This design comes from an exercise in tuning for small area, a short achievable clock period and few clock cycles per item on the open sky130 flow, not from production work.
The RTL was checked by simulation tests, not by an equivalence proof against the original design.

===== flow/design.v =====
package blockchain_present_pkg;
    localparam int unsigned BLOCK_W = 16;
    localparam int unsigned KEY_W   = 20;
    localparam int unsigned NBLOCKS = 8;
    localparam int unsigned MSG_W   = BLOCK_W * NBLOCKS;
    localparam int unsigned NROUNDS = 31;
endpackage
module present16_sbox
(
    input  logic [3:0] i_x,
    output logic [3:0] o_y
);
    localparam logic [15:0] LUT_0 = 16'h659A;
    localparam logic [15:0] LUT_1 = 16'hA74C;
    localparam logic [15:0] LUT_2 = 16'h3687;
    localparam logic [15:0] LUT_3 = 16'h0ED9;
    assign o_y[0] = LUT_0[i_x];
    assign o_y[1] = LUT_1[i_x];
    assign o_y[2] = LUT_2[i_x];
    assign o_y[3] = LUT_3[i_x];
endmodule
module present16_isbox
(
    input  logic [3:0] i_x,
    output logic [3:0] o_y
);
    localparam logic [15:0] LUT_0 = 16'h69A5;
    localparam logic [15:0] LUT_1 = 16'hAD46;
    localparam logic [15:0] LUT_2 = 16'h2697;
    localparam logic [15:0] LUT_3 = 16'hC19E;
    assign o_y[0] = LUT_0[i_x];
    assign o_y[1] = LUT_1[i_x];
    assign o_y[2] = LUT_2[i_x];
    assign o_y[3] = LUT_3[i_x];
endmodule
module present16_enc_round
(
    input  logic [15:0] i_state,
    input  logic [15:0] i_rk,
    output logic [15:0] o_state
);
    logic [15:0] w_t;
    logic [15:0] w_s;
    assign w_t = i_state ^ i_rk;
    for (genvar n = 0; n < 4; n++) begin : g_sb
        present16_sbox u_sb (.i_x(w_t[4*n +: 4]), .o_y(w_s[4*n +: 4]));
    end
    assign o_state[15] = w_s[15];
    for (genvar i = 0; i < 15; i++) begin : g_p
        assign o_state[(4 * i) % 15] = w_s[i];
    end
endmodule
module present16_dec_round
(
    input  logic [15:0] i_state,
    input  logic [15:0] i_rk,
    output logic [15:0] o_state
);
    logic [15:0] w_p;
    logic [15:0] w_s;
    assign w_p[15] = i_state[15];
    for (genvar i = 0; i < 15; i++) begin : g_p
        assign w_p[(4 * i) % 15] = i_state[i];
    end
    for (genvar n = 0; n < 4; n++) begin : g_sb
        present16_isbox u_sb (.i_x(w_p[4*n +: 4]), .o_y(w_s[4*n +: 4]));
    end
    assign o_state = w_s ^ i_rk;
endmodule
module present16_key_fwd
(
    input  logic [19:0] i_key,
    input  logic [4:0]  i_rc,
    output logic [19:0] o_key
);
    logic [19:0] w_rot;
    logic [3:0]  w_s;
    assign w_rot = {i_key[6:0], i_key[19:7]};
    present16_sbox u_sb (.i_x(w_rot[19:16]), .o_y(w_s));
    assign o_key = {w_s, w_rot[15:9], w_rot[8:4] ^ i_rc, w_rot[3:0]};
endmodule
module present16_key_bwd
(
    input  logic [19:0] i_key,
    input  logic [4:0]  i_rc,
    output logic [19:0] o_key
);
    logic [19:0] w_rot;
    logic [3:0]  w_s;
    present16_isbox u_sb (.i_x(i_key[19:16]), .o_y(w_s));
    assign w_rot = {w_s, i_key[15:9], i_key[8:4] ^ i_rc, i_key[3:0]};
    assign o_key = {w_rot[12:0], w_rot[19:13]};
endmodule
module blockchain_present_cipher
#(
    parameter int unsigned STAGES = 4
) (
    input  logic               clk,
    input  logic               rst_n,
    input  logic               start,
    input  logic [blockchain_present_pkg::MSG_W-1:0]   plaintext,
    input  logic [blockchain_present_pkg::KEY_W-1:0]   key,
    input  logic [blockchain_present_pkg::BLOCK_W-1:0] init_vec,
    output logic               busy,
    output logic               done,
    output logic [blockchain_present_pkg::MSG_W-1:0]   ciphertext,
    output logic [blockchain_present_pkg::MSG_W-1:0]   deciphered_text
);
    localparam int unsigned NR    = blockchain_present_pkg::NROUNDS;
    localparam int unsigned BW    = blockchain_present_pkg::BLOCK_W;
    localparam int unsigned KW    = blockchain_present_pkg::KEY_W;
    localparam int unsigned MW    = blockchain_present_pkg::MSG_W;
    localparam int unsigned NCYC  = (NR + STAGES - 1) / STAGES;
    localparam int unsigned LASTN = NR - (NCYC - 1) * STAGES;
    localparam logic [4:0]  LAST_BASE = 5'((NCYC - 1) * STAGES);
    localparam logic [3:0]  LAST_SLOT = 4'(blockchain_present_pkg::NBLOCKS);
    logic            r_busy;
    logic            r_done;
    logic [4:0]      r_base;    
    logic [3:0]      r_slot;
    logic [KW-1:0]   r_ek;      
    logic [KW-1:0]   r_dk;      
    logic [BW-1:0]   r_ex;
    logic [BW-1:0]   r_dx;
    logic [MW-1:0]   r_ct;
    logic [MW-1:0]   r_dt;
    logic            w_bound;
    logic            w_first;
    logic            w_final;
    logic [KW-1:0]   w_fk [STAGES+1];
    logic [KW-1:0]   w_bk [STAGES+1];
    logic [BW-1:0]   w_ex [STAGES+1];
    logic [BW-1:0]   w_dx [STAGES+1];
    logic [BW-1:0]   w_cblk;
    logic [BW-1:0]   w_dblk;
    assign w_bound = (r_base == LAST_BASE);
    assign w_first = (r_slot == 4'd0);
    assign w_final = (r_slot == LAST_SLOT);
    assign w_fk[0] = r_ek;
    assign w_bk[0] = r_dk;
    assign w_ex[0] = r_ex;
    assign w_dx[0] = r_dx;
    for (genvar j = 0; j < STAGES; j++) begin : g_stage
        present16_key_fwd u_kf (
            .i_key (w_fk[j]),
            .i_rc  (r_base + 5'(j + 1)),
            .o_key (w_fk[j+1])
        );
        present16_key_bwd u_kb (
            .i_key (w_bk[j]),
            .i_rc  (5'(NR - j) - r_base),
            .o_key (w_bk[j+1])
        );
        present16_enc_round u_enc (
            .i_state (w_ex[j]),
            .i_rk    (w_fk[j][19:4]),
            .o_state (w_ex[j+1])
        );
        present16_dec_round u_dec (
            .i_state (w_dx[j]),
            .i_rk    (w_bk[j+1][19:4]),
            .o_state (w_dx[j+1])
        );
    end
    assign w_cblk = w_ex[LASTN] ^ w_fk[LASTN][19:4];    
    assign w_dblk = w_dx[LASTN] ^ r_ct[31:16];          
    always_ff @(posedge clk or negedge rst_n) begin
        if (!rst_n) begin
            r_busy <= 1'b0;
            r_done <= 1'b0;
        end else begin
            r_done <= r_busy && w_bound && w_final;
            if (!r_busy) begin
                r_busy <= start;
            end else if (w_bound && w_final) begin
                r_busy <= 1'b0;
            end
        end
    end
    always_ff @(posedge clk) begin
        r_dx <= w_bound ? w_ex[LASTN] : w_dx[STAGES];
    end
    always_ff @(posedge clk) begin
        if (!r_busy) begin
            r_base <= '0;
            r_slot <= '0;
            r_ek   <= key;
            r_dk   <= key;
            r_ex   <= plaintext[MW-1 -: BW] ^ init_vec;
            if (start) begin
                r_ct <= {plaintext[MW-BW-1:0], init_vec};
            end
        end else begin
            if (w_bound) begin
                r_base <= '0;
                r_slot <= r_slot + 4'd1;
                r_ek   <= w_first ? r_dk : w_bk[LASTN];
                r_dk   <= w_fk[LASTN];
                r_ex   <= w_cblk ^ r_ct[MW-1 -: BW];
                r_dt   <= {r_dt[MW-BW-1:0], w_dblk};
                if (!w_final) begin
                    r_ct <= {r_ct[MW-BW-1:0], w_cblk};
                end
            end else begin
                r_base <= r_base + 5'(STAGES);
                r_ek   <= w_fk[STAGES];
                if (!w_first) begin
                    r_dk <= w_bk[STAGES];
                end
                r_ex   <= w_ex[STAGES];
            end
        end
    end
    assign busy            = r_busy;
    assign done            = r_done;
    assign ciphertext      = r_ct;
    assign deciphered_text = r_dt;
endmodule

===== flow/flow/run.sh =====
#!/bin/bash
# Own layout flow: the standard ORFS flow (standard.sh, unchanged synthesis
# script) with a few extra settings appended to config.mk:
#  - no half/full adder cells, so Yosys's extract_fa does not freeze S-box
#    logic into ha cells before ABC maps it;
#  - port buffers of the smallest buffer cell (the resizer still upsizes any
#    that timing needs);
#  - a larger setup slack target for repair_timing, to shorten the period.
# The make output goes to flow_make.log in the work folder; ORFS's per-step
# logs stay under orfs/logs/.
set -euo pipefail
cat >> config.mk <<'EOC'
export DONT_USE_CELLS += sky130_fd_sc_hd__ha_1 sky130_fd_sc_hd__ha_2 sky130_fd_sc_hd__ha_4 sky130_fd_sc_hd__fa_1 sky130_fd_sc_hd__fa_2 sky130_fd_sc_hd__fa_4
export BUFFER_PORTS_ARGS = -buffer_cell sky130_fd_sc_hd__buf_1
export SETUP_SLACK_MARGIN = 5.5
EOC
bash standard.sh > flow_make.log 2>&1

===== flow/standard.sh =====
#!/bin/bash
# synth_recipe.tcl (not shown) runs the flow's synth.tcl, then flattens the netlist and writes it again
# the make line also repeats each setting of config.mk as NAME=value (left out here)
make -C /OpenROAD-flow-scripts/flow DESIGN_CONFIG=/design/flow/config.mk WORK_HOME=/design/flow/orfs CLKGATE_MAP_FILE= SYNTH_SCRIPT=/design/flow/synth_recipe.tcl "${@:-finish}"

===== flow/config.mk =====
export PLATFORM = sky130hd
export DESIGN_NAME = blockchain_present_cipher
export DESIGN_NICKNAME = blockchain_present_cipher
export VERILOG_FILES = /design/flow/design.v
export SDC_FILE = /design/flow/constraint.sdc
export NUM_CORES = 4
export LEC_CHECK = 0
export ABC_AREA = 1
export CAP_MARGIN = 20
export CORE_MARGIN = 2
export CORE_UTILIZATION = 55
export SLEW_MARGIN = 20
export DONT_USE_CELLS += sky130_fd_sc_hd__ha_1 sky130_fd_sc_hd__ha_2 sky130_fd_sc_hd__ha_4 sky130_fd_sc_hd__fa_1 sky130_fd_sc_hd__fa_2 sky130_fd_sc_hd__fa_4
export BUFFER_PORTS_ARGS = -buffer_cell sky130_fd_sc_hd__buf_1
export SETUP_SLACK_MARGIN = 5.5

===== flow/constraint.sdc =====
create_clock -name core_clock -period 9.0 [get_ports {clk}]
set_input_delay 1.8000 -clock core_clock [delete_from_list [all_inputs] [get_ports {clk}]]
set_output_delay 1.8000 -clock core_clock [all_outputs]
set_load 0.01 [all_outputs]

==> results of run 1 <==
[area by class of cell]
cell class | instances | area [um2]
well taps | 511 | 639
inverters | 236 | 906
clock inverters | 19 | 214
fillers | 3304 | 12500
multi-input cells | 2146 | 10700
clock buffers | 45 | 935
flip-flops and latches | 337 | 9590
repair buffers | 474 | 2010
diodes | 1 | 2.50
[cells in the final DEF (no fill, tap or decap), types with 32 or more instances in the layout]
cell type / netlist / layout
dfxtp_1: 59 / 32
a21oi_1: 42 / 38
clkbuf_16: 0 / 36
buf_1: 2 / 424
xor2_1: 76 / 68
nand2_1: 1274 / 1220
o21ai_0: 84 / 80
nand3_1: 331 / 323
inv_1: 179 / 177
nand2_2: 52 / 90
nor2_1: 96 / 89
edfxtp_1: 276 / 276
buf_4: 6 / 43
inv_2: 54 / 50
[cell usage after synthesis, types with 2 or more instances]
| cell | instances | share of area, % |
|---|---|---|
| nand2_1 | 1274 | 23 |
| nand3_1 | 331 | 8.0 |
| edfxtp_1 | 276 | 40 |
| inv_1 | 179 | 3.2 |
| nor2_1 | 96 | 1.7 |
| o21ai_0 | 84 | 2.0 |
| xor2_1 | 76 | 3.2 |
| dfxtp_1 | 59 | 5.7 |
| inv_2 | 54 | 0.97 |
| nand2_2 | 52 | 1.6 |
| clkbuf_1 | 47 | 0.85 |
| a21oi_1 | 42 | 1.0 |
| o211ai_1 | 26 | 0.94 |
| o221ai_1 | 24 | 1.0 |
| o21ai_1 | 22 | 0.53 |
| xnor2_1 | 20 | 0.84 |
| nand4_1 | 10 | 0.30 |
| xor2_2 | 10 | 0.78 |
| nand3b_1 | 9 | 0.32 |
| xnor2_2 | 9 | 0.70 |
| o22ai_1 | 8 | 0.24 |
| buf_2 | 7 | 0.17 |
| nand3_2 | 7 | 0.34 |
| nor3_1 | 7 | 0.17 |
| buf_4 | 6 | 0.22 |
| nand2_4 | 5 | 0.27 |
| o21ai_2 | 5 | 0.21 |
| or2_1 | 4 | 0.12 |
| a31oi_1 | 3 | 0.090 |
| clkinv_1 | 3 | 0.054 |
| nor2_2 | 3 | 0.090 |
| nor2_4 | 3 | 0.16 |
| xnor2_4 | 3 | 0.40 |
| a211oi_1 | 2 | 0.072 |
| buf_1 | 2 | 0.036 |
| buf_6 | 2 | 0.11 |
| dfrtp_1 | 2 | 0.24 |
| or2_2 | 2 | 0.060 |
| xor2_4 | 2 | 0.26 |
[state kept, by name, indices dropped and copies added (netlist names)]
signal	flops
r_slot	4
r_dk	20
r_base	3
r_ct	128
r_done	1
r_ek	20
r_busy	1
r_dx	16
r_ex	16
r_dt	128
[cell families (layout without fill, tap and decap cells)]
family,count (synthesis),after routing,share of synthesized area (%)
and+or+nand+nor,1805,1805,36.2
DFF,337,337,45.7
buffers and inverters,300,774,5.63
AOI/OAI and AO/OA,220,221,6.27
xor gates and xnor gates,120,120,6.18
other,0,1,0
[routing by layer]
| metal | vias up | part of all wire (%) |
|---|---|---|
| li1 | 9982 | - |
| met1 | 9892 | 38 |
| met2 | 1241 | 46 |
| met3 | 222 | 11 |
| met4 | 2 | 5.4 |
| met5 | - | 0.014 |
[final timing paths]
path	end	slack [ps]
max in group asynchronous	r_busy	7650
min reg2reg	r_dt[90]	450
max reg2reg	r_dx[7]	5500
min	r_dt[90]	450
min in group asynchronous	r_busy	1100
max	r_dx[7]	5500
[metrics by stage]
step                      hold slack, ps  instances
after floorplan                      467       2782
after global placement               429       3664
after detailed placement             431       3664
after CTS                            446       3731
after global routing                 458       3768
final                                446       3769
[critical path, stage by stage, from the launching register on]
cell and delay [ps]:
edfxtp_1 530, buf_4 200, nand2_1 70, nand2_1 60, xnor2_1 570, xor2_1 620, inv_1 270, nand2_1 160
nand2_2 110, nand2_2 100, nand2_1 50, nand2_1 70, nand2_1 80, or2_1 220, nand3_1 150, nand2_2 100
[what timing repair did]
| action | 4_1_cts | 5_1_grt |
|---|---|---|
| buffers inserted | 2 | 37 |
| hold endpoints to repair | 0 | 0 |
| cloned | 1 | 0 |
| pin swaps | 1 | 16 |
| endpoints found under the setup margin | 203 | 133 |
| gates resized for setup | 23 | 154 |
==> flow_summary_export.csv, run 1 <==
group,metric,value,unit
clock_tree,clock_sinks,337,
clock_tree,numCtsBuffers,36,
logic_synthesis,ys_warn_count,9,
routing,viasPerCell,5.66,
run_status,status,"complete, no violations",
timing,clock.fmax,0.285,GHz
logic_synthesis,synth_nets,2949,
grt,use_met1,49.0,%
hold_path,hp-class,"reg2reg",
hold_path,hold_path_depth,0,
routing,drc,0,
die,initial_core_util,55.5,%
die,num_rows,71,
worst_setup_path,worstPathArrival,3940,ps
logic_synthesis,syn_area,20800,um2
die,core,37500,um2
placement,hpwl,60.5,mm
logic_synthesis,synth_cell_types,45,
layout,area_growth,20.0,%
worst_setup_path,required,9440,ps
grt,use_met3,8.02,%
grt,top_usage_layer,"met2",
logic_synthesis,synth_edf_count,276,
logic_synthesis,synth-async-reset-ratio,0.593,%
logic_synthesis,syn_area_per_cell,7.48,um2
routing,dr.first_iter.drc_count,2135,
placement,gp_congestion,1.01,
timing,fin_skew,24.7,ps
layout,design_area,25000,um2
grt,grt_antenna_before_repair,2,
clock_tree,clk_latency,570,ps
logic_synthesis,synth_flop_cell,"edfxtp_1",
worst_setup_path,worstSetupStartpoint,"r_dk[9]",
hold_path,min_from,"r_dt[74]",
timing,finalSetupViolCount,0,
grt,grt.overflow.total,0,
routing,vias,21339,
placement,portBuffers,424,
die,io_pins,425,
routing,routed_wl,77.6,mm
grt,met2_usage,59.3,%
worst_setup_path,crit_path_end_kind,"flop",
clock_tree,clkTransAtPathRegs,60,ps
worst_setup_path,cp_max_fo,7,
die,dieWidth,199,um
clock_tree,root_buffer,"clkbuf_16",
layout,drive_gt1_share,11.8,%
worst_setup_path,reg2reg_depth,15,
die,die_height,199,um
placement,postPlaceCellArea,22900,um2
logic_synthesis,synthCells,2782,
timing,fin_tns_setup,0,ps
routing,ant_nets,0,
timing,rsz0062_at_grt,"true",
grt,grt_pass1_wl,110,mm
routing,drt-wirelength-per-cell,20.6,um
timing,slew_violations,0,
clock_tree,h-tree-depth,2,
layout,fin_util,66.6,%
clock_tree,postCtsHoldBufs,0,
grt,grt_pass1_vias,18773,
timing,period_share,38.9,%
grt,grt_usage,37.5,%
timing,final-hold-violation-count,0,
worst_setup_path,reg2reg_from,"r_dk[9]",
die,dieArea,39400,um2
layout,nets,3398,
logic_synthesis,yosys_register_bits,337,
routing,firstDrtPassIters,6,
worst_setup_path,cp-start-kind,"flop",
clock_tree,cts_tree,"yes",
timing,max_slew_margin,43.2,%
run,maxCapViolations,0,
placement,post-place-ws,4610,ps
timing,fin_ws,5500,ps
timing,fin_crit,3500,ps
grt,grt_max_degree,114,
logic_synthesis,ys_seq_area_share,45.7,%
clock_tree,cts_buffer_depth,3,
worst_setup_path,critPathKind,"reg2reg",
timing,worst_pin_slew,851,ps
Testbench counts, summed over its fixed seeds: cycles 4,680, messages 64.
==> inputs of run 2 (changes only) <==
--- a/flow/design.v
+++ b/flow/design.v
@@ -11,12 +11,8 @@
     output logic [3:0] o_y
 );
-    localparam logic [15:0] LUT_0 = 16'h659A;
-    localparam logic [15:0] LUT_1 = 16'hA74C;
-    localparam logic [15:0] LUT_2 = 16'h3687;
-    localparam logic [15:0] LUT_3 = 16'h0ED9;
-    assign o_y[0] = LUT_0[i_x];
-    assign o_y[1] = LUT_1[i_x];
-    assign o_y[2] = LUT_2[i_x];
-    assign o_y[3] = LUT_3[i_x];
+    assign o_y[0] = (i_x[0] & ~i_x[1] & ~i_x[2] & ~i_x[3]) | (i_x[0] & i_x[1] & ~i_x[2] & ~i_x[3]) | (~i_x[0] & ~i_x[1] & i_x[2] & ~i_x[3]) | (i_x[0] & i_x[1] & i_x[2] & ~i_x[3]) | (~i_x[0] & ~i_x[1] & ~i_x[2] & i_x[3]) | (~i_x[0] & i_x[1] & ~i_x[2] & i_x[3]) | (i_x[0] & ~i_x[1] & i_x[2] & i_x[3]) | (~i_x[0] & i_x[1] & i_x[2] & i_x[3]);
+    assign o_y[1] = (~i_x[0] & i_x[1] & ~i_x[2] & ~i_x[3]) | (i_x[0] & i_x[1] & ~i_x[2] & ~i_x[3]) | (~i_x[0] & i_x[1] & i_x[2] & ~i_x[3]) | (~i_x[0] & ~i_x[1] & ~i_x[2] & i_x[3]) | (i_x[0] & ~i_x[1] & ~i_x[2] & i_x[3]) | (~i_x[0] & i_x[1] & ~i_x[2] & i_x[3]) | (i_x[0] & ~i_x[1] & i_x[2] & i_x[3]) | (i_x[0] & i_x[1] & i_x[2] & i_x[3]);
+    assign o_y[2] = (~i_x[0] & ~i_x[1] & ~i_x[2] & ~i_x[3]) | (i_x[0] & ~i_x[1] & ~i_x[2] & ~i_x[3]) | (~i_x[0] & i_x[1] & ~i_x[2] & ~i_x[3]) | (i_x[0] & i_x[1] & i_x[2] & ~i_x[3]) | (i_x[0] & ~i_x[1] & ~i_x[2] & i_x[3]) | (~i_x[0] & i_x[1] & ~i_x[2] & i_x[3]) | (~i_x[0] & ~i_x[1] & i_x[2] & i_x[3]) | (i_x[0] & ~i_x[1] & i_x[2] & i_x[3]);
+    assign o_y[3] = (~i_x[0] & ~i_x[1] & ~i_x[2] & ~i_x[3]) | (i_x[0] & i_x[1] & ~i_x[2] & ~i_x[3]) | (~i_x[0] & ~i_x[1] & i_x[2] & ~i_x[3]) | (~i_x[0] & i_x[1] & i_x[2] & ~i_x[3]) | (i_x[0] & i_x[1] & i_x[2] & ~i_x[3]) | (i_x[0] & ~i_x[1] & ~i_x[2] & i_x[3]) | (~i_x[0] & i_x[1] & ~i_x[2] & i_x[3]) | (i_x[0] & i_x[1] & ~i_x[2] & i_x[3]);
 endmodule
 module present16_isbox
@@ -25,12 +21,8 @@
     output logic [3:0] o_y
 );
-    localparam logic [15:0] LUT_0 = 16'h69A5;
-    localparam logic [15:0] LUT_1 = 16'hAD46;
-    localparam logic [15:0] LUT_2 = 16'h2697;
-    localparam logic [15:0] LUT_3 = 16'hC19E;
-    assign o_y[0] = LUT_0[i_x];
-    assign o_y[1] = LUT_1[i_x];
-    assign o_y[2] = LUT_2[i_x];
-    assign o_y[3] = LUT_3[i_x];
+    assign o_y[0] = (~i_x[0] & ~i_x[1] & ~i_x[2] & ~i_x[3]) | (~i_x[0] & i_x[1] & ~i_x[2] & ~i_x[3]) | (i_x[0] & ~i_x[1] & i_x[2] & ~i_x[3]) | (i_x[0] & i_x[1] & i_x[2] & ~i_x[3]) | (~i_x[0] & ~i_x[1] & ~i_x[2] & i_x[3]) | (i_x[0] & i_x[1] & ~i_x[2] & i_x[3]) | (i_x[0] & ~i_x[1] & i_x[2] & i_x[3]) | (~i_x[0] & i_x[1] & i_x[2] & i_x[3]);
+    assign o_y[1] = (i_x[0] & ~i_x[1] & ~i_x[2] & ~i_x[3]) | (~i_x[0] & i_x[1] & ~i_x[2] & ~i_x[3]) | (~i_x[0] & i_x[1] & i_x[2] & ~i_x[3]) | (~i_x[0] & ~i_x[1] & ~i_x[2] & i_x[3]) | (~i_x[0] & i_x[1] & ~i_x[2] & i_x[3]) | (i_x[0] & i_x[1] & ~i_x[2] & i_x[3]) | (i_x[0] & ~i_x[1] & i_x[2] & i_x[3]) | (i_x[0] & i_x[1] & i_x[2] & i_x[3]);
+    assign o_y[2] = (~i_x[0] & ~i_x[1] & ~i_x[2] & ~i_x[3]) | (i_x[0] & ~i_x[1] & ~i_x[2] & ~i_x[3]) | (~i_x[0] & i_x[1] & ~i_x[2] & ~i_x[3]) | (~i_x[0] & ~i_x[1] & i_x[2] & ~i_x[3]) | (i_x[0] & i_x[1] & i_x[2] & ~i_x[3]) | (i_x[0] & ~i_x[1] & ~i_x[2] & i_x[3]) | (~i_x[0] & i_x[1] & ~i_x[2] & i_x[3]) | (i_x[0] & ~i_x[1] & i_x[2] & i_x[3]);
+    assign o_y[3] = (i_x[0] & ~i_x[1] & ~i_x[2] & ~i_x[3]) | (~i_x[0] & i_x[1] & ~i_x[2] & ~i_x[3]) | (i_x[0] & i_x[1] & ~i_x[2] & ~i_x[3]) | (~i_x[0] & ~i_x[1] & i_x[2] & ~i_x[3]) | (i_x[0] & i_x[1] & i_x[2] & ~i_x[3]) | (~i_x[0] & ~i_x[1] & ~i_x[2] & i_x[3]) | (~i_x[0] & i_x[1] & i_x[2] & i_x[3]) | (i_x[0] & i_x[1] & i_x[2] & i_x[3]);
 endmodule
 module present16_enc_round
==> run 2 against run 1 <==
  * Critical path type is now reg2out
  * Utilization down 0.95 points
  * Synthesized area down 0.23%
  * Synthesized cell count up 0.54%
  * Flip-flop and latch count unchanged
  * Non-clock buffer count down 22
  * Clock-buffer cell count up 3
==> flow_summary_export.csv, run 2 <==
group,metric,value,unit
die,core,37400,um2
routing,drc,0,
logic_synthesis,synth_area_leaders,"edfxtp_1 40%, nand2_1 23%, nand3_1 7.9%, dfxtp_1 5.7%, inv_1 3.6%",
grt,grt_usage,38.6,%
logic_synthesis,synth_top_area_share,39.9,%
logic_synthesis,ys_warn_count,9,
worst_setup_path,max_stage_delay,760,ps
routing,routed_wl,77.5,mm
hold_path,hold_path_depth,0,
clock_tree,clkTransAtPathRegs,70,ps
timing,finalSetupViolCount,0,
run,maxCapViolations,0,
logic_synthesis,syn_area_per_cell,7.43,um2
die,io_pins,425,
routing,firstDrtPassIters,8,
worst_setup_path,critPathKind,"reg2out",
clock_tree,h-tree-depth,2,
routing,viasPerCell,5.66,
worst_setup_path,worstPathArrival,1620,ps
timing,final-hold-violation-count,0,
logic_synthesis,synth_flop_cell,"edfxtp_1",
layout,final_cells,3767,
clock_tree,clk_latency,570,ps
layout,drive_gt1_share,9.78,%
grt,grt_pass1_vias,18893,
worst_setup_path,crit_chain,"buf_1",
die,initial_core_util,55.5,%
placement,hpwl,60.7,mm
timing,fin_skew,26.5,ps
layout,area_growth,18.3,%
logic_synthesis,syn_area,20800,um2
worst_setup_path,crit_slowest_cell,"dfrtp_4",
layout,nets,3392,
worst_setup_path,cp-start-kind,"flop",
worst_setup_path,r2r_setup_slack,5630,ps
routing,dr.first_iter.drc_count,2349,
run_status,status,"complete, no violations",
die,die_height,198,um
layout,final_common_cell,"nand2_1",
die,dieWidth,198,um
hold_path,min_to,"r_dt[120]",
grt,grt.overflow.total,0,
worst_setup_path,required,7200,ps
grt,grt_pass1_wl,112,mm
timing,fin_tns_setup,0,ps
timing,clock.fmax,0.292,GHz
timing,fin_crit,3420,ps
grt,grt_max_degree,111,
worst_setup_path,critPathTopFamily,"flip-flops",
logic_synthesis,synth.most_common_cell,"nand2_1",
routing,vias,21306,
layout,final_cell_mix,"1230 x nand2_1, 424 x buf_1, 323 x nand3_1",
logic_synthesis,synthCells,2797,
logic_synthesis,yosys_register_bits,337,
placement,gp_congestion,1.05,
timing,slew_violations,0,
logic_synthesis,yosys-top-cells-count,"1266 x nand2_1, 326 x nand3_1, 276 x edfxtp_1",
worst_setup_path,cp_max_fo,42,
hold_path,hp-class,"reg2reg",
logic_synthesis,ys_seq_area_share,45.8,%
clock_tree,numCtsBuffers,37,
worst_setup_path,worstSetupStartpoint,"r_busy",
placement,place_inst,3682,
timing,worst_pin_slew,1110,ps
clock_tree,cts_buffer_depth,3,
timing,max_slew_margin,26.2,%
hold_path,min_from,"r_dt[104]",
worst_setup_path,reg2reg_from,"r_dk[16]",
logic_synthesis,synth-async-reset-ratio,0.593,%
clock_tree,root_buffer,"clkbuf_16",
logic_synthesis,synth_cell_types,48,
clock_tree,clock_sinks,337,
routing,ant_nets,0,
logic_synthesis,synth_nets,2964,
logic_synthesis,synth_edf_count,276,
layout,reg.largest.list,"r_ct (128), r_dt (128)",
worst_setup_path,reg2reg_depth,17,
die,num_rows,71,
routing,drt-wirelength-per-cell,20.6,um
timing,period_share,38.0,%
grt,grt_antenna_before_repair,4,
worst_setup_path,rr_endpoint,"r_dx[8]",
worst_setup_path,path_buf_inv,1,
die,dieArea,39300,um2
timing,rsz0062_at_grt,"true",
worst_setup_path,crit_path_end_kind,"output pin",
placement,portBuffers,424,
clock_tree,cts_tree,"yes",
logic_synthesis,yosysTopAreaCell,"edfxtp_1",
-- run 2: cell types whose count changed after synthesis, moves of 4 or more --
cell	delta
a21oi_1	+6
inv_1	+21
nand2_1	-8
nand3_2	+6
nor2_1	+20
nand4_1	+8
inv_2	-11
o221ai_1	+5
nor3_1	-6
o21ai_0	+6
xor2_1	-6
o211ai_1	-11
nand3_1	-5
xnor2_1	-4
-- run 2: stage by stage --
step,util (%),setup WS (ps),hold WS (ps),instance area (um2)
detailed placement,61.1,4710,431,22800
CTS,64.4,5440,432,24100
floorplan,-,4860,445,20800
global route,65.7,5410,457,24600
finish,65.7,5580,422,24600
global placement,61.1,4780,429,22800
-- run 2: per-layer routing --
layer / vias up / global-route usage (%) / wire (um)
met5: - / 0 / 29
met1: 9846 / 49.2 / 29100
met3: 221 / 6.97 / 8050
met2: 1230 / 64.5 / 36600
li1: 10005 / - / -
met4: 4 / 16.4 / 3710
-- run 2: layout make-up --
class	instances	area, um2
Antenna cell	3	7.51
Sequential cell	337	9560
Clock inverter	19	196
Timing Repair Buffer	452	1840
Multi-Input combinational cell	2151	10400
Clock buffer	48	997
Tap cell	511	639
Fill cell	3245	12800
Inverter	246	933
-- run 2: what timing repair did --
action                                  in CTS  in global routing
pin swaps                                    0                 18
resized for setup                            8                103
hold buffers                                 0                  0
endpoints found under the setup margin     169                161
buffers inserted                             0                 15
-- run 2: kinds of logic after synthesis --
| kind of cell | count (synthesis) | share of synthesized area, % |
|---|---|---|
| XOR/XNOR | 103 | 5.12 |
| AND/OR/NAND/NOR | 1826 | 36.8 |
| flip-flops | 337 | 45.8 |
| AO/OA/AOI/OAI | 222 | 6.37 |
| buffers and inverters | 309 | 5.85 |
-- run 2: how the worst max path moves through the flow --
stage | end | cells after the start
global placement | r_dt[67] | 5
detailed placement | r_dt[67] | 5
floorplan | r_ct[0] | 2
CTS | r_ex[8] | 22
global route | r_dx[8] | 23
finish | busy | 1
Testbench counts of run 2, summed over its fixed seeds: cycles 4,680, messages 64.
==> inputs of run 3 (changes only) <==
--- a/flow/design.v
+++ b/flow/design.v
@@ -141,5 +141,5 @@
         present16_key_bwd u_kb (
             .i_key (w_bk[j]),
-            .i_rc  (5'(NR - j) - r_base),
+            .i_rc  (5'(NR - 1 - j) - r_base),
             .o_key (w_bk[j+1])
         );
@@ -151,5 +151,5 @@
         present16_dec_round u_dec (
             .i_state (w_dx[j]),
-            .i_rk    (w_bk[j+1][19:4]),
+            .i_rk    (w_bk[j][19:4]),
             .o_state (w_dx[j+1])
         );
@@ -187,6 +187,6 @@
                 r_base <= '0;
                 r_slot <= r_slot + 4'd1;
-                r_ek   <= w_first ? r_dk : w_bk[LASTN];
-                r_dk   <= w_fk[LASTN];
+                r_ek   <= w_first ? r_dk : w_bk[LASTN-1];
+                r_dk   <= w_fk[LASTN-1];
                 r_ex   <= w_cblk ^ r_ct[MW-1 -: BW];
                 r_dt   <= {r_dt[MW-BW-1:0], w_dblk};
--- a/flow/flow/run.sh
+++ b/flow/flow/run.sh
@@ -13,5 +13,5 @@
 export DONT_USE_CELLS += sky130_fd_sc_hd__ha_1 sky130_fd_sc_hd__ha_2 sky130_fd_sc_hd__ha_4 sky130_fd_sc_hd__fa_1 sky130_fd_sc_hd__fa_2 sky130_fd_sc_hd__fa_4
 export BUFFER_PORTS_ARGS = -buffer_cell sky130_fd_sc_hd__buf_1
-export SETUP_SLACK_MARGIN = 5.5
+export SETUP_SLACK_MARGIN = 5.7
 EOC
 bash standard.sh > flow_make.log 2>&1
--- a/flow/config.mk
+++ b/flow/config.mk
@@ -13,3 +13,3 @@
 export DONT_USE_CELLS += sky130_fd_sc_hd__ha_1 sky130_fd_sc_hd__ha_2 sky130_fd_sc_hd__ha_4 sky130_fd_sc_hd__fa_1 sky130_fd_sc_hd__fa_2 sky130_fd_sc_hd__fa_4
 export BUFFER_PORTS_ARGS = -buffer_cell sky130_fd_sc_hd__buf_1
-export SETUP_SLACK_MARGIN = 5.5
+export SETUP_SLACK_MARGIN = 5.7
==> run 3 against run 2 <==
  * Synthesized area rose by 0.67%
  * Critical path depth stayed put
  * Largest cell class unchanged
  * Global-route usage rose by 0.18 points
  * Still clean on timing, DRC and antenna
==> flow_summary_export.csv, run 3 <==
group,metric,value,unit
worst_setup_path,cp_max_fo,17,
layout,final_cell_mix,"1169 x nand2_1, 424 x buf_1, 306 x nand3_1",
layout,design_area,25300,um2
logic_synthesis,ys_seq_area_share,45.5,%
timing,fin_skew,21.7,ps
worst_setup_path,cp-start-kind,"flop",
hold_path,hp-class,"reg2reg",
timing,fin_ws,5730,ps
logic_synthesis,synth_edf_count,276,
run_status,status,"complete, no violations",
timing,final-hold-violation-count,0,
logic_synthesis,synth.most_common_cell,"nand2_1",
worst_setup_path,crit_cells,1,
grt,grt.overflow.total,0,
logic_synthesis,synth_nets,2962,
worst_setup_path,r2r_setup_slack,5760,ps
grt,grt_pass1_wl,113,mm
clock_tree,root_buffer,"clkbuf_16",
logic_synthesis,yosys_register_bits,337,
timing,rsz0062_at_grt,"true",
timing,worst_pin_slew,1060,ps
logic_synthesis,yosys-top-cells-count,"1237 x nand2_1, 321 x nand3_1, 276 x edfxtp_1",
clock_tree,clkTransAtPathRegs,60,ps
grt,grt_max_degree,99,
layout,final_common_cell,"nand2_1",
worst_setup_path,max_stage_delay,680,ps
die,die_height,199,um
routing,ant_nets,0,
timing,clock.fmax,0.306,GHz
worst_setup_path,reg2reg_from,"r_base[2]",
routing,firstDrtPassIters,8,
timing,finalSetupViolCount,0,
logic_synthesis,synth_flop_cell,"edfxtp_1",
routing,vias,21774,
clock_tree,cts_tree,"yes",
layout,nets,3411,
placement,portBuffers,424,
logic_synthesis,synthCells,2795,
die,num_rows,71,
timing,period_share,36.3,%
placement,postPlaceCellArea,23000,um2
logic_synthesis,syn_area_per_cell,7.48,um2
worst_setup_path,critPathKind,"reg2out",
clock_tree,clock_sinks,337,
placement,hpwl,60.6,mm
worst_setup_path,reg2reg_depth,7,
layout,fillCellCount,3265,
worst_setup_path,setup.worst_path.end,"busy",
logic_synthesis,synth_cell_types,49,
layout,drive_gt1_share,14.8,%
worst_setup_path,worstPathArrival,1470,ps
logic_synthesis,syn_area,20900,um2
timing,fin_tns_setup,0,ps
logic_synthesis,ys_warn_count,9,
grt,grt_antenna_before_repair,0,
worst_setup_path,rr_endpoint,"r_ct[115]",
layout,multi_input_area,10800,um2
logic_synthesis,synth_top_area_share,39.6,%
clock_tree,numCtsBuffers,38,
timing,slew_violations,0,
routing,viasPerCell,5.75,
routing,drt-wirelength-per-cell,21.0,um
layout,area_growth,21.0,%
routing,dr.first_iter.drc_count,2593,
logic_synthesis,synth_area_leaders,"edfxtp_1 40%, nand2_1 22%, nand3_1 7.7%, dfxtp_1 5.6%, inv_1 3.1%",
clock_tree,postCtsHoldBufs,0,
layout,reg.largest.list,"r_ct (128), r_dt (128)",
clock_tree,clk_latency,570,ps
worst_setup_path,critPathTopFamily,"flip-flops",
placement,gp_congestion,1.05,
worst_setup_path,required,7200,ps
die,dieWidth,199,um
layout,diodes,0,
grt,grt_pass1_vias,19076,
layout,register_area,9600,um2
die,io_pins,425,
timing,holdWs,446,ps
clock_tree,h-tree-depth,2,
placement,post-place-ws,4900,ps
run,maxCapViolations,0,
grt,grt_usage,38.7,%
routing,routed_wl,79.3,mm
logic_synthesis,yosysTopAreaCell,"edfxtp_1",
die,core,37600,um2
clock_tree,cts_buffer_depth,3,
routing,drc,0,
die,initial_core_util,55.6,%
worst_setup_path,crit_chain,"buf_1",
worst_setup_path,worstSetupStartpoint,"r_busy",
die,dieArea,39600,um2
logic_synthesis,synth-async-reset-ratio,0.593,%
timing,max_slew_margin,29.5,%
timing,fin_crit,3270,ps
worst_setup_path,crit_slowest_cell,"dfrtp_4",
worst_setup_path,crit_path_end_kind,"output pin",
worst_setup_path,path_buf_inv,1,
run 3: changes by cell type after synthesis, moves of 6 or more:
cell | before | now
nand2_2 | 55 | 93
inv_1 | 200 | 171
nand2_1 | 1266 | 1237
inv_2 | 43 | 62
nor2_1 | 116 | 101
xor2_1 | 70 | 56
nand3_2 | 13 | 25
xnor2_1 | 16 | 28
nand4_1 | 18 | 10
o21ai_0 | 90 | 82
nor3_1 | 1 | 8
o221ai_1 | 29 | 22
nor2_2 | 2 | 8
o211ai_1 | 15 | 21
run 3: how the worst min path moves through the flow:
stage	from	endpoint	slack [ps]	cells after the start
after detailed placement	r_dt[18]	r_dt[34]	430	0
final	r_dt[105]	r_dt[121]	450	0
after floorplan	r_slot[1]	r_slot[1]	470	2
after CTS	r_dt[79]	r_dt[95]	450	0
after global placement	r_dt[70]	r_dt[86]	430	0
after global routing	r_dt[105]	r_dt[121]	460	0
run 3: logic make-up (layout without fill, tap and decap cells):
family | after synthesis | after routing | share of synthesized area (%)
XOR/XNOR | 99 | 99 | 4.74
AND/OR/NAND/NOR | 1835 | 1835 | 37.8
AO/OA/AOI/OAI | 217 | 217 | 6.19
flip-flops | 337 | 337 | 45.5
buffers and inverters | 307 | 785 | 5.80
run 3: layout make-up:
class                      count  share of cell area [%]
inverter                     240                    3.73
timing repair buffer         476                    8.07
sequential                   337                    38.0
clock inverter                17                   0.920
clock buffer                  52                    4.09
tap                          511                    2.53
multi-input combinational   2151                    42.7
run 3: repair_timing:
| action | 4_1_cts | 5_1_grt |
|---|---|---|
| buffers inserted | 9 | 32 |
| pin swaps | 2 | 34 |
| endpoints found under the setup margin | 210 | 204 |
| endpoints found under the hold margin | 0 | 0 |
| resized for setup | 36 | 174 |
run 3: through the flow:
step / util [%] / cells
after global routing: 67.3 / 3784
final: 67.3 / 3784
after CTS: 65.0 / 3752
after global placement: 61.1 / 3674
after floorplan: - / 2795
after detailed placement: 61.1 / 3674
run 3: metal layers:
metal	wire length, um	global-route usage (%)	vias up
li1	-	-	10046
met3	8690	6.32	241
met4	4120	18.5	0
met2	36500	62.7	1373
met1	30000	50.9	10114
met5	0	0	-
Testbench counts of run 3, summed over its fixed seeds: cycles 4,680, messages 64.
==> inputs of run 4 (changes only) <==
--- a/flow/design.v
+++ b/flow/design.v
@@ -108,6 +108,8 @@
     localparam logic [3:0]  LAST_SLOT = 4'(blockchain_present_pkg::NBLOCKS);
     logic            r_busy;
+    logic            r_idle;    
     logic            r_done;
     logic [4:0]      r_base;    
+    logic            r_bound;   
     logic [3:0]      r_slot;
     logic [KW-1:0]   r_ek;      
@@ -126,5 +128,5 @@
     logic [BW-1:0]   w_cblk;
     logic [BW-1:0]   w_dblk;
-    assign w_bound = (r_base == LAST_BASE);
+    assign w_bound = r_bound;
     assign w_first = (r_slot == 4'd0);
     assign w_final = (r_slot == LAST_SLOT);
@@ -160,4 +162,5 @@
         if (!rst_n) begin
             r_busy <= 1'b0;
+            r_idle <= 1'b1;
             r_done <= 1'b0;
         end else begin
@@ -165,6 +168,8 @@
             if (!r_busy) begin
                 r_busy <= start;
+                r_idle <= !start;
             end else if (w_bound && w_final) begin
                 r_busy <= 1'b0;
+                r_idle <= 1'b1;
             end
         end
@@ -175,4 +180,5 @@
     always_ff @(posedge clk) begin
         if (!r_busy) begin
+            r_bound <= 1'b0;
             r_base <= '0;
             r_slot <= '0;
@@ -184,4 +190,5 @@
             end
         end else begin
+            r_bound <= !w_bound && (r_base == LAST_BASE - 5'(STAGES));
             if (w_bound) begin
                 r_base <= '0;
@@ -204,5 +211,5 @@
         end
     end
-    assign busy            = r_busy;
+    assign busy            = !r_idle;
     assign done            = r_done;
     assign ciphertext      = r_ct;
==> run 4 against run 3 <==
  * Final cell count is 1.1% lower
  * First-iteration DRC count down 8.0%
  * Sequential share of layout area up 0.31 points
  * Setup slack worse by 11 ps
  * Routed wire length up 1.3%
==> flow_summary_export.csv, run 4 <==
group,metric,value,unit
worst_setup_path,r2r_setup_slack,5720,ps
layout,multi_input_area,10400,um2
logic_synthesis,ys_warn_count,9,
logic_synthesis,synth_area_leaders,"edfxtp_1 40%, nand2_1 23%, nand3_1 7.1%, dfxtp_1 5.9%, inv_1 3.9%",
routing,firstDrtPassIters,9,
worst_setup_path,reg2reg_depth,7,
worst_setup_path,setup.worst_path.end,"r_dk[18]",
clock_tree,clk_latency,570,ps
grt,grt_pass1_vias,18978,
routing,viasPerCell,5.81,
placement,hpwl,60.7,mm
worst_setup_path,cp-start-kind,"flop",
timing,fin_crit,3280,ps
logic_synthesis,syn_area_per_cell,7.45,um2
timing,slew_violations,0,
layout,drive_gt1_share,13.9,%
logic_synthesis,synth-async-reset-ratio,0.885,%
clock_tree,root_buffer,"clkbuf_16",
worst_setup_path,cp_max_fo,97,
timing,worst_pin_slew,1030,ps
layout,final_cell_mix,"1173 x nand2_1, 424 x buf_1, 280 x nand3_1",
hold_path,hp-class,"reg2reg",
clock_tree,clock_sinks,339,
timing,clock.fmax,0.305,GHz
worst_setup_path,path_buf_inv,5,
worst_setup_path,worstPathArrival,3580,ps
logic_synthesis,syn_area,20500,um2
layout,nets,3408,
worst_setup_path,crit_slowest_cell,"dfrtp_4",
worst_setup_path,crit_chain,"buf_8, inv_8, nor2_1, buf_4, clkinv_1, buf_4, o221ai_1",
die,io_pins,425,
clock_tree,postCtsHoldBufs,0,
die,initial_core_util,56.0,%
logic_synthesis,synthCells,2749,
layout,reg.largest.list,"r_ct (128), r_dt (128)",
logic_synthesis,yosys_register_bits,339,
routing,vias,21735,
timing,fin_skew,24.1,ps
worst_setup_path,reg2reg_from,"r_busy",
placement,gp_congestion,1.08,
routing,drt-wirelength-per-cell,21.5,um
clock_tree,numCtsBuffers,37,
logic_synthesis,synth_top_area_share,40.5,%
worst_setup_path,critPathTopFamily,"buffers and inverters",
layout,area_growth,23.0,%
grt,grt_pass1_wl,114,mm
worst_setup_path,rr_endpoint,"r_dk[18]",
logic_synthesis,synth_edf_count,276,
clock_tree,clkTransAtPathRegs,70,ps
grt,grt.overflow.total,0,
timing,finalSetupViolCount,0,
grt,grt_antenna_before_repair,5,
die,dieArea,38800,um2
routing,dr.first_iter.drc_count,2386,
worst_setup_path,critPathKind,"reg2reg",
worst_setup_path,crit_path_end_kind,"flop",
die,num_rows,70,
worst_setup_path,worstSetupStartpoint,"r_busy",
die,dieWidth,197,um
worst_setup_path,crit_cells,7,
worst_setup_path,max_stage_delay,760,ps
logic_synthesis,yosys-top-cells-count,"1251 x nand2_1, 292 x nand3_1, 276 x edfxtp_1",
logic_synthesis,synth.most_common_cell,"nand2_1",
run_status,status,"complete, no violations",
logic_synthesis,synth_nets,2916,
timing,max_slew_margin,30.9,%
worst_setup_path,required,9300,ps
clock_tree,h-tree-depth,2,
placement,portBuffers,424,
routing,ant_nets,0,
logic_synthesis,ys_seq_area_share,46.7,%
timing,rsz0062_at_grt,"true",
layout,register_area,9640,um2
clock_tree,cts_tree,"yes",
routing,routed_wl,80.4,mm
timing,period_share,36.4,%
routing,drc,0,
worst_setup_path,timing.critical_path.mode_cell,"buf_4",
layout,final_common_cell,"nand2_1",
grt,grt_max_degree,98,
run,maxCapViolations,0,
die,core,36600,um2
logic_synthesis,synth_flop_cell,"edfxtp_1",
die,die_height,197,um
logic_synthesis,synth_cell_types,48,
timing,holdWs,447,ps
logic_synthesis,yosysTopAreaCell,"edfxtp_1",
clock_tree,cts_buffer_depth,3,
timing,final-hold-violation-count,0,
timing,fin_tns_setup,0,ps
grt,grt_usage,39.4,%
layout,fillCellCount,3050,
==> run 4: cell types whose count changed in the layout (fill, tap and decap cells not counted), sizes merged, moves of 4 or more <==
cell    before   now
o21ai      106   127
xnor2       31    24
clkinv      12    18
inv        239   249
nand3      346   295
clkbuf      53    49
nand4       10    15
xor2        68    85
a21oi       45    54
nand2     1340  1300
buf        475   515
==> run 4: final cells by class <==
| cell class | instances | area share [%] |
|---|---|---|
| clock buffers | 49 | 4.06 |
| diodes | 3 | 0.0298 |
| repair buffers | 515 | 9.20 |
| flip-flops and latches | 339 | 38.3 |
| clock inverters | 19 | 0.680 |
| well taps | 468 | 2.32 |
| inverters | 254 | 3.97 |
| multi-input cells | 2094 | 41.5 |
==> run 4: timing repair <==
item | 4_1_cts | 5_1_grt
pin swaps | 2 | 48
endpoints found under the hold margin | 0 | 0
buffers inserted | 13 | 66
resized for setup | 43 | 213
setup endpoints to repair | 281 | 189
==> run 4: worst reg2reg max path, cell delays in order, from the launching register on <==
cell	delay, ps
dfrtp_4	760
buf_8	530
inv_8	330
nor2_1	220
buf_4	330
clkinv_1	110
buf_4	270
o221ai_1	460
==> run 4: logic make-up after synthesis <==
logic type                synth area share (%)
and+or+nand+nor                           35.0
DFF                                       46.7
buffers and inverters                     5.91
AOI/OAI and AO/OA                         7.07
xor gates and xnor gates                  5.30
==> run 4: how the worst min path moves through the flow <==
| stage | start | end | slack (ps) | cells after the start |
|---|---|---|---|---|
| finish | r_dt[17] | r_dt[33] | 450 | 0 |
| global route | r_dt[75] | r_dt[91] | 450 | 0 |
| CTS | r_dt[17] | r_dt[33] | 450 | 0 |
| detailed placement | r_dt[103] | r_dt[119] | 430 | 0 |
| global placement | r_dt[94] | r_dt[110] | 430 | 0 |
| floorplan | r_slot[1] | r_slot[1] | 480 | 2 |
==> run 4: stage by stage <==
| stage | util [%] | cell area (um2) | std cells | setup WS, ps |
|---|---|---|---|---|
| floorplan | - | 20500 | 2749 | 5700 |
| global placement | 61.5 | 22500 | 3591 | 4900 |
| detailed placement | 61.5 | 22500 | 3591 | 4890 |
| CTS | 65.5 | 24000 | 3672 | 5700 |
| global route | 68.8 | 25200 | 3739 | 5560 |
| finish | 68.8 | 25200 | 3741 | 5720 |
==> run 4: layer usage <==
metal	vias up	global-route usage, %	share of wire [%]
met5	-	0	0.036
met1	10082	50.9	37
met4	4	19.1	5.9
met2	1419	63.8	46
li1	9954	-	-
met3	276	7.91	11
Testbench counts of run 4, summed over its fixed seeds: cycles 4,680, messages 64.

[separate check: timing with driven ports]
Ports are ideal in the flow. The routed layouts listed here were re-timed in OpenROAD. Step 1 sets driving cells, clkbuf_16 on the clock port and buf_2 on the other inputs (assumed; they add their load-dependent delay and slew). Step 2 also shifts input and output timing later by t, the mid clock arrival at the registers, as if the neighbouring blocks saw the same clock. Slacks: no drivers / after step 1 / after step 2; pairs: no drivers / after step 1.
run | t (ns) | setup WS [ns] | worst hold slack (ns) | latest minus earliest clock arrival (ns) | worst register clock-pin slew, ns
run 1 | 0.603 | 5.496 / 5.496 / 5.276 | 0.446 / 0.446 / 0.446 | 0.027 / 0.027 | 0.07 / 0.07
run 2 | 0.611 | 5.577 / 5.517 / 5.096 | 0.422 / 0.422 / 0.422 | 0.034 / 0.034 | 0.08 / 0.08
run 3 | 0.621 | 5.734 / 5.676 / 5.323 | 0.446 / 0.446 / 0.446 | 0.022 / 0.022 | 0.07 / 0.07
run 4 | 0.619 | 5.723 / 5.723 / 5.470 | 0.447 / 0.447 / 0.447 | 0.024 / 0.024 | 0.07 / 0.07
After both steps every run listed still meets setup and hold. The setup slack of run 2, which loses most, moves by -0.060 ns with the drivers and by -0.481 ns with both steps.
